Background: an optimization exercise with open tools, aiming at small area, a short achievable clock period and few clock cycles per item. Do not read the settings as production practice.
Function was checked by simulation only, so behaviour that the tests miss may differ from the original.

## run 1
Design nearest_neighbor_multi_metric, start of the top module:
module nearest_neighbor_multi_metric #(
	parameter int VECTOR_LEN = 64,
	parameter int MAX_ROWS = 1024
) (
	input  logic clk,
	input  logic arst_n,
	input  logic psel,
	input  logic penable,
	input  logic pwrite,
	input  logic [1:0] paddr,
	input  logic [31:0] pwdata,
	output logic [31:0] prdata,
	output logic pready,
	input  logic in_valid,
	output logic in_ready,
	input  logic signed [15:0] feature_value,
	input  logic is_query,
	input  logic last_element,
	input  logic last_row,
	output logic out_valid,
	input  logic out_ready,
	output logic signed [40:0] score,
	output logic [9:0] row_index,
	output logic [9:0] best_index,
	output logic is_final
);
	logic [nnmm_pkg::ModeW-1:0] mode_q;
	logic m_free, j_we, j_cos, j_last, j_first;
	logic signed [nnmm_pkg::AccW-1:0] j_acc;
	logic [nnmm_pkg::NormW-1:0] j_norm, qnorm;
	assign pready = 1'b1;
	logic [nnmm_pkg::ModeW-1:0] rd_q;
	assign prdata = 32'(rd_q);
	always_ff @(posedge clk or negedge arst_n) begin
		if (!arst_n) begin
			mode_q <= nnmm_pkg::MODE_MAN;
			rd_q <= '0;
		end else begin
			if (psel && penable && pwrite && paddr == 2'd0) begin
				mode_q <= pwdata[1:0];
			end
			rd_q <= (paddr == 2'd0) ? mode_q : '0;
		end
	end
	nnmm_front #(.VECTOR_LEN(VECTOR_LEN)) u_front (
		.clk(clk), .arst_n(arst_n), .mode(mode_q), .in_valid(in_valid),
		.in_ready(in_ready), .feature_value(feature_value), .is_query(is_query),
		.last_element(last_element), .last_row(last_row), .m_free(m_free),
		.j_we(j_we), .j_acc(j_acc), .j_norm(j_norm), .j_cos(j_cos),
		.j_last(j_last), .j_first(j_first), .qnorm(qnorm)
	);
	nnmm_back #(.MAX_ROWS(MAX_ROWS)) u_back (
		.clk(clk), .arst_n(arst_n), .j_we(j_we), .j_acc(j_acc), .j_norm(j_norm),
		.j_cos(j_cos), .j_last(j_last), .j_first(j_first), .qnorm(qnorm),
		.m_free(m_free), .out_valid(out_valid), .out_ready(out_ready),
		.score(score), .row_index(row_index), .best_index(best_index),
		.is_final(is_final)
	);
endmodule
For scale: roughly 70,000 um2 of cells after synthesis.
==> flow/config.mk <==
export PLATFORM = sky130hd
export DESIGN_NAME = nearest_neighbor_multi_metric
export DESIGN_NICKNAME = nearest_neighbor_multi_metric
export VERILOG_FILES = /design/flow/design.v
export SDC_FILE = /design/flow/constraint.sdc
export NUM_CORES = 4
export LEC_CHECK = 0
export CAP_MARGIN = 35
export CORE_MARGIN = 2
export CORE_UTILIZATION = 40
export SLEW_MARGIN = 35
==> flow/constraint.sdc <==
create_clock -name core_clock -period 11.0 [get_ports {clk}]
set_input_delay 2.2000 -clock core_clock [delete_from_list [all_inputs] [get_ports {clk}]]
set_output_delay 2.2000 -clock core_clock [all_outputs]
set_load 0.01 [all_outputs]
standard.sh (not shown) runs the stock make flow with config.mk's settings and CLKGATE_MAP_FILE= SYNTH_SCRIPT=/design/flow/synth_recipe.tcl, a recipe that flattens the netlist after the stock synthesis.
==> flow/flow/run.sh <==
#!/bin/bash
set -euo pipefail
export SETUP_SLACK_MARGIN=7.8
bash standard.sh > standard_flow.log 2>&1
Both conditions hold for run 1: the flow ran to the end and the final layout passed the timing, DRC and antenna checks.
Testbench counts of run 1, summed over its fixed seeds: cycles 41,860, items 598.
Input changes introduced in run 2 (baseline for comparison: run 1):
- setting ABC_CLOCK_PERIOD_IN_PS to 2000 for the first time
- setting SETUP_SLACK_MARGIN to 5 for the first time
==> flow/run.sh (new file) <==
#!/bin/bash
# synth_recipe.tcl (not shown) runs the flow's synth.tcl, then flattens the netlist and writes it again
# the make line also repeats each setting of config.mk as NAME=value (left out here)
make -C /OpenROAD-flow-scripts/flow DESIGN_CONFIG=/design/flow/config.mk WORK_HOME=/design/flow/orfs CLKGATE_MAP_FILE= SYNTH_SCRIPT=/design/flow/synth_recipe.tcl finish
removed: flow/flow/run.sh
removed: flow/standard.sh
==> results.txt <==
- Run 1 -> run 2: mean instance size in the synthesized netlist delta 0, exact match
- Run 1 → run 2: total met3 wirelength after detailed routing went down; detailed-route DRC error count shows no meaningful change; met1 wire length went down by 4.2%.
- u_back.rr[30]$_SDFFE_PP0P_ as the last element of the critical path was reported by run 2, and score[12] by run 1.
- When run 2 is measured against run 1, its post-route standard cell area excluding fillers turns out 7800 um2 lower.
- Taking run 1 as the reference, in run 2 number of antenna violations at the first check in global routing now sits lower, final cell count without fillers now sits lower.

[what the ideal ports hide]
Ports are ideal in the flow. The routed layouts listed here were re-timed in OpenROAD.
Step 1 (the two cells are an assumption about what drives the block):
set clk [get_ports {clk}]
set_driving_cell -lib_cell sky130_fd_sc_hd__clkbuf_16 $clk
set_driving_cell -lib_cell sky130_fd_sc_hd__buf_2 [delete_from_list [all_inputs] $clk]
Step 2 adds t to the input delays and takes it off the output delays; t is the mean of the earliest and latest rising clock arrival at the registers after step 1. Input paths then give back, and output paths get back, about the clock's delay inside the block.
Three values: ideal, step 1, step 2; two values: the first two.
| run | t (ns) | setup WS [ns] | worst setup path after step 2 | worst data-port slew with drivers (ns) | pins driven straight from the clock port |
|---|---|---|---|---|---|
| run 1 | 0.877 | 7.286 / 7.204 / 6.998 | input to register | 0.07 | 1 |
| run 2 | 0.885 | 6.373 / 6.373 / 6.165 | input to register | 0.06 | 1 |
After both steps every run listed still meets setup and hold. For run 1, which loses most, drivers alone change the setup slack by -0.082 ns; drivers and shift together by -0.288 ns.
